From an optimization exercise on the open Yosys and OpenROAD flow, aimed at small area, a short achievable clock period and few clock cycles; shortcuts taken in it are not production practice.
In this exercise RTL edits were held to simulation tests only and were not proved equivalent to the original.

Design sha224_message_digest, start of the top module:
module sha224_message_digest (
    input  logic         clk,
    input  logic         rst_n,
    input  logic         msg_valid,
    output logic         msg_ready,
    input  logic [31:0]  msg_data_word,
    input  logic [2:0]   msg_byte_count,
    input  logic         msg_last_word,
    output logic         digest_valid,
    input  logic         digest_ready,
    output logic [31:0]  digest_digest_word,
    output logic [2:0]   digest_word_index,
    output logic         digest_digest_last
);
For scale: roughly 7300 cells after synthesis, about 78 I/O pins, roughly 68000 um2 of cells after synthesis.
Settings: LEC_CHECK=0, ABC_AREA=1, CAP_MARGIN=40, CORE_MARGIN=2, CORE_UTILIZATION=45, CTS_BUF_LIST=sky130_fd_sc_hd__clkbuf_8, SLEW_MARGIN=50; clock period 11.0 ns.
standard.sh (not shown) runs the stock make flow with config.mk's settings and CLKGATE_MAP_FILE= SYNTH_SCRIPT=/design/flow/synth_recipe.tcl, a recipe that flattens the netlist after the stock synthesis.
==> flow/flow/run.sh <==
#!/bin/bash
# Standard layout, with timing repair aimed below the clock period so that the
# achieved period comes out shorter. The SDC and clock period are the standard flow's own.
set -euo pipefail
bash standard.sh SETUP_SLACK_MARGIN=6.5 finish > standard_flow.log 2>&1
Testbench counts at the start, summed over its fixed seeds: cycles 49,728.
Change:
--- a/flow/design.v
+++ b/flow/design.v
@@ -461,43 +461,36 @@
     logic        dlast_next;
     logic [1:0]  drot_next;
     logic        drain_reg;        
     logic        running, fin, stall, adv, tail, fill, start, add_step;
     logic        can_ins, ins, ins_tail, ins_fill;
     logic        drain_rot, out_accept;
     logic [15:0] win_en;
     logic [31:0] feed_word;
     logic        feed_avail, feed_msg, feed_first, feed_lenlo, feed_msg_next;
-    logic        ibv_reg, ibv_next;
-    logic [31:0] ib_data_reg;
-    logic [2:0]  ib_count_reg;
-    logic        ib_last_reg;
-    logic        rdy_reg;
-    logic        take;
+    logic        rdy_reg;          
     logic        running_n, stall_n, tail_n, fill_n, can_ins_n;
     assign running  = (state_reg == S_RUN);
     assign fin      = (state_reg == S_FIN);
     assign stall    = running && (rnd_reg == 6'd61) && dbusy_reg;
     assign adv      = running && !stall;
     assign tail     = adv && rnd_reg[5] && rnd_reg[4];
     assign fill     = !running && !full_reg;
     assign start    = full_reg && ((state_reg == S_IDLE) || fin);
     assign add_step = (adv && (rnd_reg[5:2] == 4'hF) && (rnd_reg[1:0] != 2'd0))
                    || (fin && (blk_last_reg || full_reg));
     assign can_ins  = (tail && !broken_reg) || fill;
     assign ins_tail = tail && !broken_reg && feed_avail;
     assign ins_fill = fill && feed_avail;
     assign ins      = ins_tail || ins_fill;
     assign out_accept = dvalid_reg && digest_ready;
     assign drain_rot  = drain_reg;
-    assign take      = !ibv_reg || (can_ins && feed_msg);
     assign msg_ready = rdy_reg;
-    assign ibv_next  = take ? msg_valid : ibv_reg;
     always_comb
     begin
         state_next = state_reg;
         case (state_reg)
             S_RUN:   if (adv && rnd_reg == 6'd63) state_next = S_FIN;
             S_FIN:   if (start) state_next = S_RUN; else if (blk_last_reg) state_next = S_IDLE;
             default: if (start) state_next = S_RUN;
         endcase
     end
@@ -510,52 +503,41 @@
     assign running_n = (state_next == S_RUN);
     assign stall_n   = running_n && (rnd_next == 6'd61) && dbusy_next;
     assign tail_n    = running_n && !stall_n && rnd_next[5] && rnd_next[4];
     assign fill_n    = !running_n && !full_next;
     assign can_ins_n = (tail_n && !broken_next) || fill_n;
     always_ff @(posedge clk or negedge rst_n)
     begin
         if (!rst_n)
         begin
-            ibv_reg <= 1'b0;
             rdy_reg <= 1'b1;
         end
         else
         begin
-            ibv_reg <= ibv_next;
-            rdy_reg <= !ibv_next || (can_ins_n && feed_msg_next);
-        end
-    end
-    always_ff @(posedge clk)
-    begin
-        if (take)
-        begin
-            ib_data_reg  <= msg_data_word;
-            ib_count_reg <= msg_byte_count;
-            ib_last_reg  <= msg_last_word;
+            rdy_reg <= can_ins_n && feed_msg_next;
         end
     end
     always_comb
     begin
         for (int i = 0; i < 16; i++)
         begin
             win_en[i] = adv || (ins_fill && (4'(i) >= base_reg));
         end
     end
     sha224_pad u_pad (
         .clk           (clk),
         .rst_n         (rst_n),
         .ins           (ins),
         .pos13         (pos_reg == 4'd13),
-        .msg_valid     (ibv_reg),
-        .data_word     (ib_data_reg),
-        .byte_count    (ib_count_reg),
-        .last_word     (ib_last_reg),
+        .msg_valid     (msg_valid),
+        .data_word     (msg_data_word),
+        .byte_count    (msg_byte_count),
+        .last_word     (msg_last_word),
         .feed_word     (feed_word),
         .feed_avail    (feed_avail),
         .feed_msg      (feed_msg),
         .feed_first    (feed_first),
         .feed_lenlo    (feed_lenlo),
         .feed_msg_next (feed_msg_next)
     );
     sha224_core u_core (
         .clk       (clk),
After rerunning: The new run ran to the end with no violations. Routed wire length drops by 1.8%. Global-route usage goes up by 0.54 points. Die area shrinks by 2.2%. First-iteration DRC count is lower by 2.4%. Via count is lower by 1.2%. Clock skew is higher by 17 ps. Synthesized cell count is lower by 1.4%. Cell area came out lower by 2.9%. Non-clock buffer count drops by 51. Final cell count came out lower by 2.7%. Sequential cell count decreases by 37.
Testbench counts after the change, summed over its fixed seeds: cycles 49,720.

========
sha224_message_digest again, from the RTL that the note above started with.
==> flow/design.v (excerpt) <==
module sha224_message_digest (
    input  logic         clk,
    input  logic         rst_n,
    input  logic         msg_valid,
    output logic         msg_ready,
    input  logic [31:0]  msg_data_word,
    input  logic [2:0]   msg_byte_count,
    input  logic         msg_last_word,
    output logic         digest_valid,
    input  logic         digest_ready,
    output logic [31:0]  digest_digest_word,
    output logic [2:0]   digest_word_index,
    output logic         digest_digest_last
);
    typedef enum logic [1:0] {S_IDLE, S_RUN, S_FIN} core_state_t;
    core_state_t state_reg, state_next;
    logic [5:0]  rnd_reg, rnd_next;
    logic        blk_first_reg;    
    logic        blk_last_reg;     
    logic        nxt_first_reg;    
    logic        nxt_last_reg;     
    logic        full_reg, full_next;       
    logic [3:0]  pos_reg, pos_next;         
    logic [3:0]  base_reg;         
  ...
clock: 11.0 ns
lec_check: 0
abc_area: 1
cap_margin: 40
core_margin: 2
core_utilization: 50
cts_buf_list: sky130_fd_sc_hd__clkbuf_8
slew_margin: 50
Scripts as last shown in full above: flow/flow/run.sh
Testbench counts at the start, summed over its fixed seeds: cycles 49,728.
Next try:
--- a/flow/design.v
+++ b/flow/design.v
@@ -460,45 +460,38 @@
     logic [2:0]  didx_next;
     logic        dlast_next;
     logic [1:0]  drot_next;
     logic        drain_reg;        
     logic        running, fin, stall, adv, tail, fill, start, add_step;
     logic        can_ins, ins, ins_tail, ins_fill;
     logic        drain_rot, out_accept;
     logic [15:0] win_en;
     logic [31:0] feed_word;
     logic        feed_avail, feed_msg, feed_first, feed_lenlo, feed_msg_next;
-    logic        ibv_reg, ibv_next;
-    logic [31:0] ib_data_reg;
-    logic [2:0]  ib_count_reg;
-    logic        ib_last_reg;
-    logic        rdy_reg;
-    logic        take;
+    logic        rdy_reg;          
     logic        running_n, stall_n, tail_n, fill_n, can_ins_n;
     assign running  = (state_reg == S_RUN);
     assign fin      = (state_reg == S_FIN);
     assign stall    = running && (rnd_reg == 6'd61) && dbusy_reg;
     assign adv      = running && !stall;
     assign tail     = adv && rnd_reg[5] && rnd_reg[4];
     assign fill     = !running && !full_reg;
     assign start    = full_reg && ((state_reg == S_IDLE) || fin);
     assign add_step = (adv && (rnd_reg[5:2] == 4'hF) && (rnd_reg[1:0] != 2'd0))
                    || (fin && (blk_last_reg || full_reg));
     assign can_ins  = (tail && !broken_reg) || fill;
     assign ins_tail = tail && !broken_reg && feed_avail;
     assign ins_fill = fill && feed_avail;
     assign ins      = ins_tail || ins_fill;
     assign out_accept = dvalid_reg && digest_ready;
     assign drain_rot  = drain_reg;
-    assign take      = !ibv_reg || (can_ins && feed_msg);
     assign msg_ready = rdy_reg;
-    assign ibv_next  = take ? msg_valid : ibv_reg;
     always_comb
     begin
         state_next = state_reg;
         case (state_reg)
             S_RUN:   if (adv && rnd_reg == 6'd63) state_next = S_FIN;
             S_FIN:   if (start) state_next = S_RUN; else if (blk_last_reg) state_next = S_IDLE;
             default: if (start) state_next = S_RUN;
         endcase
     end
     assign rnd_next    = start ? 6'd0 : (adv ? rnd_reg + 6'd1 : rnd_reg);
@@ -509,54 +502,43 @@
                       || (dbusy_reg && !(out_accept && didx_reg == sha224_pkg::LAST_DIGEST_IDX));
     assign running_n = (state_next == S_RUN);
     assign stall_n   = running_n && (rnd_next == 6'd61) && dbusy_next;
     assign tail_n    = running_n && !stall_n && rnd_next[5] && rnd_next[4];
     assign fill_n    = !running_n && !full_next;
     assign can_ins_n = (tail_n && !broken_next) || fill_n;
     always_ff @(posedge clk or negedge rst_n)
     begin
         if (!rst_n)
         begin
-            ibv_reg <= 1'b0;
             rdy_reg <= 1'b1;
         end
         else
         begin
-            ibv_reg <= ibv_next;
-            rdy_reg <= !ibv_next || (can_ins_n && feed_msg_next);
-        end
-    end
-    always_ff @(posedge clk)
-    begin
-        if (take)
-        begin
-            ib_data_reg  <= msg_data_word;
-            ib_count_reg <= msg_byte_count;
-            ib_last_reg  <= msg_last_word;
+            rdy_reg <= can_ins_n && feed_msg_next;
         end
     end
     always_comb
     begin
         for (int i = 0; i < 16; i++)
         begin
             win_en[i] = adv || (ins_fill && (4'(i) >= base_reg));
         end
     end
     sha224_pad u_pad (
         .clk           (clk),
         .rst_n         (rst_n),
         .ins           (ins),
         .pos13         (pos_reg == 4'd13),
-        .msg_valid     (ibv_reg),
-        .data_word     (ib_data_reg),
-        .byte_count    (ib_count_reg),
-        .last_word     (ib_last_reg),
+        .msg_valid     (msg_valid),
+        .data_word     (msg_data_word),
+        .byte_count    (msg_byte_count),
+        .last_word     (msg_last_word),
         .feed_word     (feed_word),
         .feed_avail    (feed_avail),
         .feed_msg      (feed_msg),
         .feed_first    (feed_first),
         .feed_lenlo    (feed_lenlo),
         .feed_msg_next (feed_msg_next)
     );
     sha224_core u_core (
         .clk       (clk),
         .start     (start),
Outcome: Final cell count came out lower by 1.4%; non-clock buffer count came out higher by 1; first-iteration DRC count came out lower by 13%; fmax came out lower by 4.2%; core utilization came out lower by 0.47 points; clock-buffer cell count came out lower by 7; worst hold slack improves by 0.042 ns.
Testbench counts after the change, summed over its fixed seeds: cycles 49,720.

========
maple:
sha224_message_digest again, from the RTL that the note above started with.
export LEC_CHECK = 0
export ABC_AREA = 1
export CAP_MARGIN = 40
export CORE_MARGIN = 2
export CORE_UTILIZATION = 60
export CTS_BUF_LIST = sky130_fd_sc_hd__clkbuf_8
export SLEW_MARGIN = 50
create_clock -name core_clock -period 11.0 [get_ports {clk}]
Scripts as last shown in full above: flow/flow/run.sh
Testbench counts of maple, summed over its fixed seeds: cycles 49,728.
[inputs] cedar vs maple
diff --git a/flow/design.v b/flow/design.v
--- a/flow/design.v
+++ b/flow/design.v
@@ -459,47 +459,40 @@
     logic        dvalid_next;
     logic [2:0]  didx_next;
     logic        dlast_next;
     logic [1:0]  drot_next;
     logic        drain_reg;        
     logic        running, fin, stall, adv, tail, fill, start, add_step;
     logic        can_ins, ins, ins_tail, ins_fill;
     logic        drain_rot, out_accept;
     logic [15:0] win_en;
     logic [31:0] feed_word;
     logic        feed_avail, feed_msg, feed_first, feed_lenlo, feed_msg_next;
-    logic        ibv_reg, ibv_next;
-    logic [31:0] ib_data_reg;
-    logic [2:0]  ib_count_reg;
-    logic        ib_last_reg;
-    logic        rdy_reg;
-    logic        take;
+    logic        rdy_reg;          
     logic        running_n, stall_n, tail_n, fill_n, can_ins_n;
     assign running  = (state_reg == S_RUN);
     assign fin      = (state_reg == S_FIN);
     assign stall    = running && (rnd_reg == 6'd61) && dbusy_reg;
     assign adv      = running && !stall;
     assign tail     = adv && rnd_reg[5] && rnd_reg[4];
     assign fill     = !running && !full_reg;
     assign start    = full_reg && ((state_reg == S_IDLE) || fin);
     assign add_step = (adv && (rnd_reg[5:2] == 4'hF) && (rnd_reg[1:0] != 2'd0))
                    || (fin && (blk_last_reg || full_reg));
     assign can_ins  = (tail && !broken_reg) || fill;
     assign ins_tail = tail && !broken_reg && feed_avail;
     assign ins_fill = fill && feed_avail;
     assign ins      = ins_tail || ins_fill;
     assign out_accept = dvalid_reg && digest_ready;
     assign drain_rot  = drain_reg;
-    assign take      = !ibv_reg || (can_ins && feed_msg);
     assign msg_ready = rdy_reg;
-    assign ibv_next  = take ? msg_valid : ibv_reg;
     always_comb
     begin
         state_next = state_reg;
         case (state_reg)
             S_RUN:   if (adv && rnd_reg == 6'd63) state_next = S_FIN;
             S_FIN:   if (start) state_next = S_RUN; else if (blk_last_reg) state_next = S_IDLE;
             default: if (start) state_next = S_RUN;
         endcase
     end
     assign rnd_next    = start ? 6'd0 : (adv ? rnd_reg + 6'd1 : rnd_reg);
     assign pos_next    = ins ? pos_reg + 4'd1 : pos_reg;
@@ -508,56 +501,45 @@
     assign dbusy_next  = (fin && blk_last_reg)
                       || (dbusy_reg && !(out_accept && didx_reg == sha224_pkg::LAST_DIGEST_IDX));
     assign running_n = (state_next == S_RUN);
     assign stall_n   = running_n && (rnd_next == 6'd61) && dbusy_next;
     assign tail_n    = running_n && !stall_n && rnd_next[5] && rnd_next[4];
     assign fill_n    = !running_n && !full_next;
     assign can_ins_n = (tail_n && !broken_next) || fill_n;
     always_ff @(posedge clk or negedge rst_n)
     begin
         if (!rst_n)
         begin
-            ibv_reg <= 1'b0;
             rdy_reg <= 1'b1;
         end
         else
         begin
-            ibv_reg <= ibv_next;
-            rdy_reg <= !ibv_next || (can_ins_n && feed_msg_next);
-        end
-    end
-    always_ff @(posedge clk)
-    begin
-        if (take)
-        begin
-            ib_data_reg  <= msg_data_word;
-            ib_count_reg <= msg_byte_count;
-            ib_last_reg  <= msg_last_word;
+            rdy_reg <= can_ins_n && feed_msg_next;
         end
     end
     always_comb
     begin
         for (int i = 0; i < 16; i++)
         begin
             win_en[i] = adv || (ins_fill && (4'(i) >= base_reg));
         end
     end
     sha224_pad u_pad (
         .clk           (clk),
         .rst_n         (rst_n),
         .ins           (ins),
         .pos13         (pos_reg == 4'd13),
-        .msg_valid     (ibv_reg),
-        .data_word     (ib_data_reg),
-        .byte_count    (ib_count_reg),
-        .last_word     (ib_last_reg),
+        .msg_valid     (msg_valid),
+        .data_word     (msg_data_word),
+        .byte_count    (msg_byte_count),
+        .last_word     (msg_last_word),
         .feed_word     (feed_word),
         .feed_avail    (feed_avail),
         .feed_msg      (feed_msg),
         .feed_first    (feed_first),
         .feed_lenlo    (feed_lenlo),
         .feed_msg_next (feed_msg_next)
     );
     sha224_core u_core (
         .clk       (clk),
         .start     (start),
         .init      (nxt_first_reg),
[summary]
Between cedar and maple, the post-route fraction of the period consumed by the critical path is higher for cedar. Compared with maple, in cedar global routing met2 resource utilization went down; wire length went down; number of well taps went down; area fraction in compound gates after synthesis went up; proportion of synthesized flip-flops having asynchronous set or reset went up. In cedar, the non-clock buffer count came out 58 below the value in maple. In cedar the clock-buffer cell count turned out 9 lower than in maple. Summary — final critical delay including setup and external delays, cedar relative to maple: higher, by 0.55 ns. On final area, the lower figure sits with cedar, not maple. cedar reports its critical path launch point as u_core.a[9]$_DFFE_PP_ while maple reports u_core.e[12]$_DFFE_PP_. edfxtp_1 as the slowest cell on the critical path was reported by maple, and o21ai_0 by cedar. The final reports for cedar and maple show share of layout cells above drive strength 1 lower in the former.
Testbench counts of cedar, summed over its fixed seeds: cycles 49,720.

## port drivers added, routing unchanged
How much do the figures lean on ideal ports? The routed layouts below were timed once more, with nothing changed but the port constraints.
Step 1: set_driving_cell puts a clkbuf_16 on clk and a buf_2 on each other input, an assumption about the parent block.
Step 2 adds t to the input delays and takes it off the output delays; t is the mean of the earliest and latest rising clock arrival at the registers after step 1. Input paths then give back, and output paths get back, about the clock's delay inside the block.
a / b / c = ideal ports / drivers / drivers and shift; a / b = the first two.
run | shift t [ns] | slack for setup (ns) | hold WS [ns] | worst setup path after step 2 | slew at the worst register clock pin (ns)
the first run of note 1 | 0.999 | 6.491 / 6.491 / 6.491 | 0.367 / 0.367 / 0.367 | register to register | 0.07 / 0.07
the second run of note 1 | 1.002 | 6.214 / 6.214 / 5.832 | 0.382 / 0.382 / 0.382 | input to register | 0.08 / 0.08
the first run of note 2 | 1.000 | 6.436 / 6.433 / 6.436 | 0.351 / 0.351 / 0.351 | register to register | 0.07 / 0.07
the second run of note 2 | 0.997 | 6.238 / 6.238 / 5.811 | 0.393 / 0.393 / 0.393 | input to register | 0.08 / 0.08
maple | 1.035 | 6.394 / 6.394 / 6.394 | 0.355 / 0.355 / 0.355 | register to register | 0.09 / 0.09
cedar | 0.981 | 5.844 / 5.844 / 5.766 | 0.376 / 0.376 / 0.376 | input to register | 0.07 / 0.07
After both steps every run listed still meets setup and hold. The setup slack of the second run of note 2, which loses most, moves by 0.000 ns with the drivers and by -0.427 ns with both steps.
